Background: an optimization exercise with open tools, aiming at small area, a short achievable clock period and few clock cycles per item. Do not read the settings as production practice.
Only simulation tests tie the RTL to the original design; equivalence was not proved.
Power is estimated from default activity; no workload was simulated.

oak:
// exec_stage
module exec_stage (
    input  logic                  clk,
    input  logic                  reset,
    input  logic [w_oper-1:0]     oper,
    input  logic [w_func-1:0]     func,
    input  logic [data_width-1:0] source_a,
    input  logic [data_width-1:0] source_b,
    input  logic [4:0]            cp0_addr,
    input  logic                  cp0_write,
    output logic [data_width-1:0] result,
    output logic                  ov,
    output logic                  busy,
    output logic                  timer_irq
);
clock: 7.0 ns
lec_check: 0
cap_margin: 5
core_margin: 2
core_utilization: 40
setup_slack_margin: 0.8
slew_margin: 5
run.sh (not shown) runs the stock make flow with config.mk's settings and CLKGATE_MAP_FILE= SYNTH_SCRIPT=/design/flow/synth_recipe.tcl, a recipe that flattens the netlist after the stock synthesis.
The final layout from oak, which completed every stage, passed the timing, design-rule and antenna checks at the end of the flow.
Testbench counts of oak, summed over its fixed seeds: cycles 21,169, instructions 12,000.
The following lists how pine was set up differently from oak:
- setting ABC_AREA to 1 for the first time
- changing CAP_MARGIN from 5 to 20
- changing SETUP_SLACK_MARGIN from 0.8 to 1.2
- changing CORE_UTILIZATION from 40 to 55
- changing SLEW_MARGIN from 5 to 20
## What came out
Worst-case setup slack after placement, pine and oak: larger value in pine. On pine: total power is 6.5% higher than what oak gave. In the metrics for pine and oak, the one carrying the lower global routing met3 resource utilization is oak. Routed wire in pine totals more than in oak. pine: via count of the first global-routing pass is 14% higher than what oak reported. Slew of the pin with the lowest slew margin: pine and oak compared, lower one is pine. Width of the die of pine falls short of that of oak by more than 10%. Going from oak to pine, synthesized cell count increased 857; placed instance area increased 0.41%.
--- input diff pine..birch ---
- a change of CORE_UTILIZATION from 55 to 40
- a change of SETUP_SLACK_MARGIN from 1.2 to 1.5
==> run notes <==
birch completed; timing, DRC and antenna clean. Compared with pine, birch shows a global-route usage that is 13 points lower. In the metrics for birch and pine, the one carrying the higher proportion of power drawn by the clock network is birch. Highest attainable clock frequency was lower in the run labelled pine. pine → birch: sequential share of cell area now sits lower; number of antenna violations at the first check in global routing lost 1; register-to-register slack now sits higher; antenna cell count lower. After detailed routing, pine needs more wire than birch. Between birch and pine, portion of total power attributed to combinational logic is higher for pine, birch comes in under that. birch vs pine — worst-case hold slack dropped 0.018 ns.

---

before:
Starting RTL as in the previous note.
export LEC_CHECK = 0
export CAP_MARGIN = 20
export CORE_MARGIN = 2
export CORE_UTILIZATION = 60
export SETUP_SLACK_MARGIN = 0.8
export SLEW_MARGIN = 20
create_clock -name core_clock -period 7.0 [get_ports {clk}]
Testbench counts of before, summed over its fixed seeds: cycles 21,169, instructions 12,000.
diff inputs: before => after
# before
export LEC_CHECK = 0
export CAP_MARGIN = 20
export CORE_MARGIN = 2
export CORE_UTILIZATION = 60
export SETUP_SLACK_MARGIN = 0.8
export SLEW_MARGIN = 20
create_clock -name core_clock -period 7.0 [get_ports {clk}]
# after
export LEC_CHECK = 0
export CAP_MARGIN = 20
export CORE_MARGIN = 2
export CORE_UTILIZATION = 40
export SLEW_MARGIN = 20
create_clock -name core_clock -period 7.0 [get_ports {clk}]
Notes after the runs:
after went all the way through synthesis, placement and routing and the layout is clean on timing, DRC and antenna. For after, the top metal layer carrying routed signals was met4, unlike before, where it was met5. Summary: with before as the reference, wire length in after moved up by a little under 10%. Against before, after comes in 1 lower on critical path depth. after against before; tap cell instance count is up by more than a quarter. [compare] base=before new=after: fraction of layout cells with a size suffix above 1 decreased by 1.4 points relative to the old numbers; clock group total power went up about 18%; initial antenna violation count lower; fraction of power consumed by the clock network rose by 2.9 points. Hold slack was lower in before than in after. From before to after, sequential cell count did not move at all. Share of async-settable or async-resettable flops after synthesis: before vs after identical.

---

Setup of run A:
exec_stage again, from the RTL that the note above started with.
Settings: LEC_CHECK=0, ABC_AREA=1, CAP_MARGIN=20, CORE_MARGIN=2, CORE_UTILIZATION=55, SETUP_SLACK_MARGIN=1.2, SLEW_MARGIN=20; clock period 7.0 ns.
standard.sh (not shown) runs the stock make flow with config.mk's settings and CLKGATE_MAP_FILE= SYNTH_SCRIPT=/design/flow/synth_recipe.tcl, a recipe that flattens the netlist after the stock synthesis.
==> flow/flow/run.sh <==
#!/bin/bash
# The standard layout, with buf_4 port buffers (instead of a delay cell) and
# resizing not limited to the cell's own footprint. make's full output is in make.log.
set -euo pipefail
bash standard.sh "BUFFER_PORTS_ARGS=-buffer_cell sky130_fd_sc_hd__buf_4" MATCH_CELL_FOOTPRINT=0 finish > make.log 2>&1
Run A: all stages complete, timing, DRC and antenna checks passed
Testbench counts of run A, summed over its fixed seeds: cycles 21,169, instructions 12,000.
Changes in run B relative to run A:
Settings: a change of CORE_UTILIZATION from 55 to 40; a change of SETUP_SLACK_MARGIN from 1.2 to 1.0.
--- outcome ---
- Diff run B and run A: wire length lower in run A
- As far as area of the multi-input gates is concerned, run B and run A perform about the same.
- Internal cell power: run B and run A compared, higher one is run A
- Changes observed in run B relative to run A: highest attainable clock frequency climbed 2.7 MHz, die area climbed 18000 um2, time the worst path needs with I/O delays and setup dropped 100 ps, cell area barely changed.
- Per the comparison of run B with run A, final worst setup slack climbed 100 ps; relative contribution of the clock network to total power dropped 2.3 points; sequential share of cell area barely changed.
[inputs] run C vs run B
Settings: a deleted ABC_AREA that had been 1; a change of SETUP_SLACK_MARGIN from 1.0 to 0.8.
==> flow/run.sh (new file) <==
#!/bin/bash
# synth_recipe.tcl (not shown) runs the flow's synth.tcl, then flattens the netlist and writes it again
# the make line also repeats each setting of config.mk as NAME=value (left out here)
make -C /OpenROAD-flow-scripts/flow DESIGN_CONFIG=/design/flow/config.mk WORK_HOME=/design/flow/orfs CLKGATE_MAP_FILE= SYNTH_SCRIPT=/design/flow/synth_recipe.tcl finish
removed: flow/flow/run.sh
removed: flow/standard.sh
Findings:
Run C has less setup slack than run B.
Summary of run C over run B: final critical-path share of the clock period grew by 6.4 points; xor-xnor portion of the synthesized cell area rose 2.8 points; total power now sits lower.
What run D does differently from run C at the input level:
Settings: SETUP_SLACK_MARGIN changed from 0.8 to 1.0; ABC_AREA newly set to 1.
==> comparison <==
Looking at inserted tap cell count across run C and run D, the one that comes out lower is run C. Of run C and run D, run C shows the higher path depth of the worst reg2reg path, with run D below it. Main combinational cell family by area after synthesis = compound AO/OA/AOI/OAI gates: run C; main combinational cell family by area after synthesis = simple AND/OR/NAND/NOR gates: run D. Of run C and run D, the run reporting the higher core utilization of the finished layout was run C. Number of setup buffers added after CTS, run C and run D: higher on run C. Taking run C as the reference, in run D ratio of cells with drive above 1 in the final layout moved down, net total in the final layout moved up.
The inputs of run E differ from those of run D as listed below.
Settings: putting GPL_TIMING_DRIVEN at 0 where nothing was set; swapping 1.0 for 0.8 in SETUP_SLACK_MARGIN; clearing ABC_AREA, which used to be 1.
## What came out
- Run E: flow completed, timing, DRC and antenna clean
- Layout clock buffer count of run E falls short of that of run D by a little under 10%.
- Compared with run D, run E shows a higher count of distinct cell types in the synthesized netlist.
- Run E does better than run D on worst hold slack across all endpoints.
- Relative to run D, the wire length measured on run E has increased by more than 10%.
- Die area improves in run E relative to run D.
- Compared with run D, run E shows number of standard cells after synthesis that has gone down by more than 10%.
- Run E vs run D — global-route wire length before repair rose 14%.
- The lower number of buffer and inverter stages on the critical path came out of run E.
- Re maximum number of pins on one net before global-route repair: run D was higher than run E.

static timing again, ports no longer ideal:
No port has a modelled driver above. Below, the same layouts with a new extraction and two added sets of constraints.
Step 1: set_driving_cell puts a clkbuf_16 on clk and a buf_2 on each other input, an assumption about the parent block.
Step 2 times the ports against the registers' clock, not the clock port: input delays grow and output delays shrink by t, the midpoint of the rising clock arrivals with the driver on.
Three values: ideal ports, drivers, drivers and shift; two values: the first two.
run | shift t [ns] | setup slack, ns | worst slew at a driven data input, ns | pins driven straight from the clock port
oak | 0.667 | 0.530 / 0.484 / 0.484 | 0.07 | 1
pine | 0.657 | 0.910 / 0.857 / 0.857 | 0.07 | 1
birch | 0.651 | 1.096 / 0.963 / 0.963 | 0.18 | 1
before | 0.639 | 0.721 / 0.537 / 0.537 | 0.26 | 1
after | 0.669 | 0.152 / 0.125 / 0.125 | 0.08 | 1
run A | 0.671 | 0.875 / 0.714 / 0.714 | 0.24 | 1
run B | 0.654 | 0.976 / 0.830 / 0.830 | 0.21 | 1
run C | 0.667 | 0.530 / 0.484 / 0.484 | 0.07 | 1
run D | 0.665 | 0.997 / 0.945 / 0.945 | 0.07 | 1
run E | 0.689 | 0.232 / 0.218 / 0.218 | 0.05 | 1
After both steps setup and hold are still met in every run listed. The setup slack of before, which loses most, moves by -0.184 ns with the drivers and by -0.184 ns with both steps.
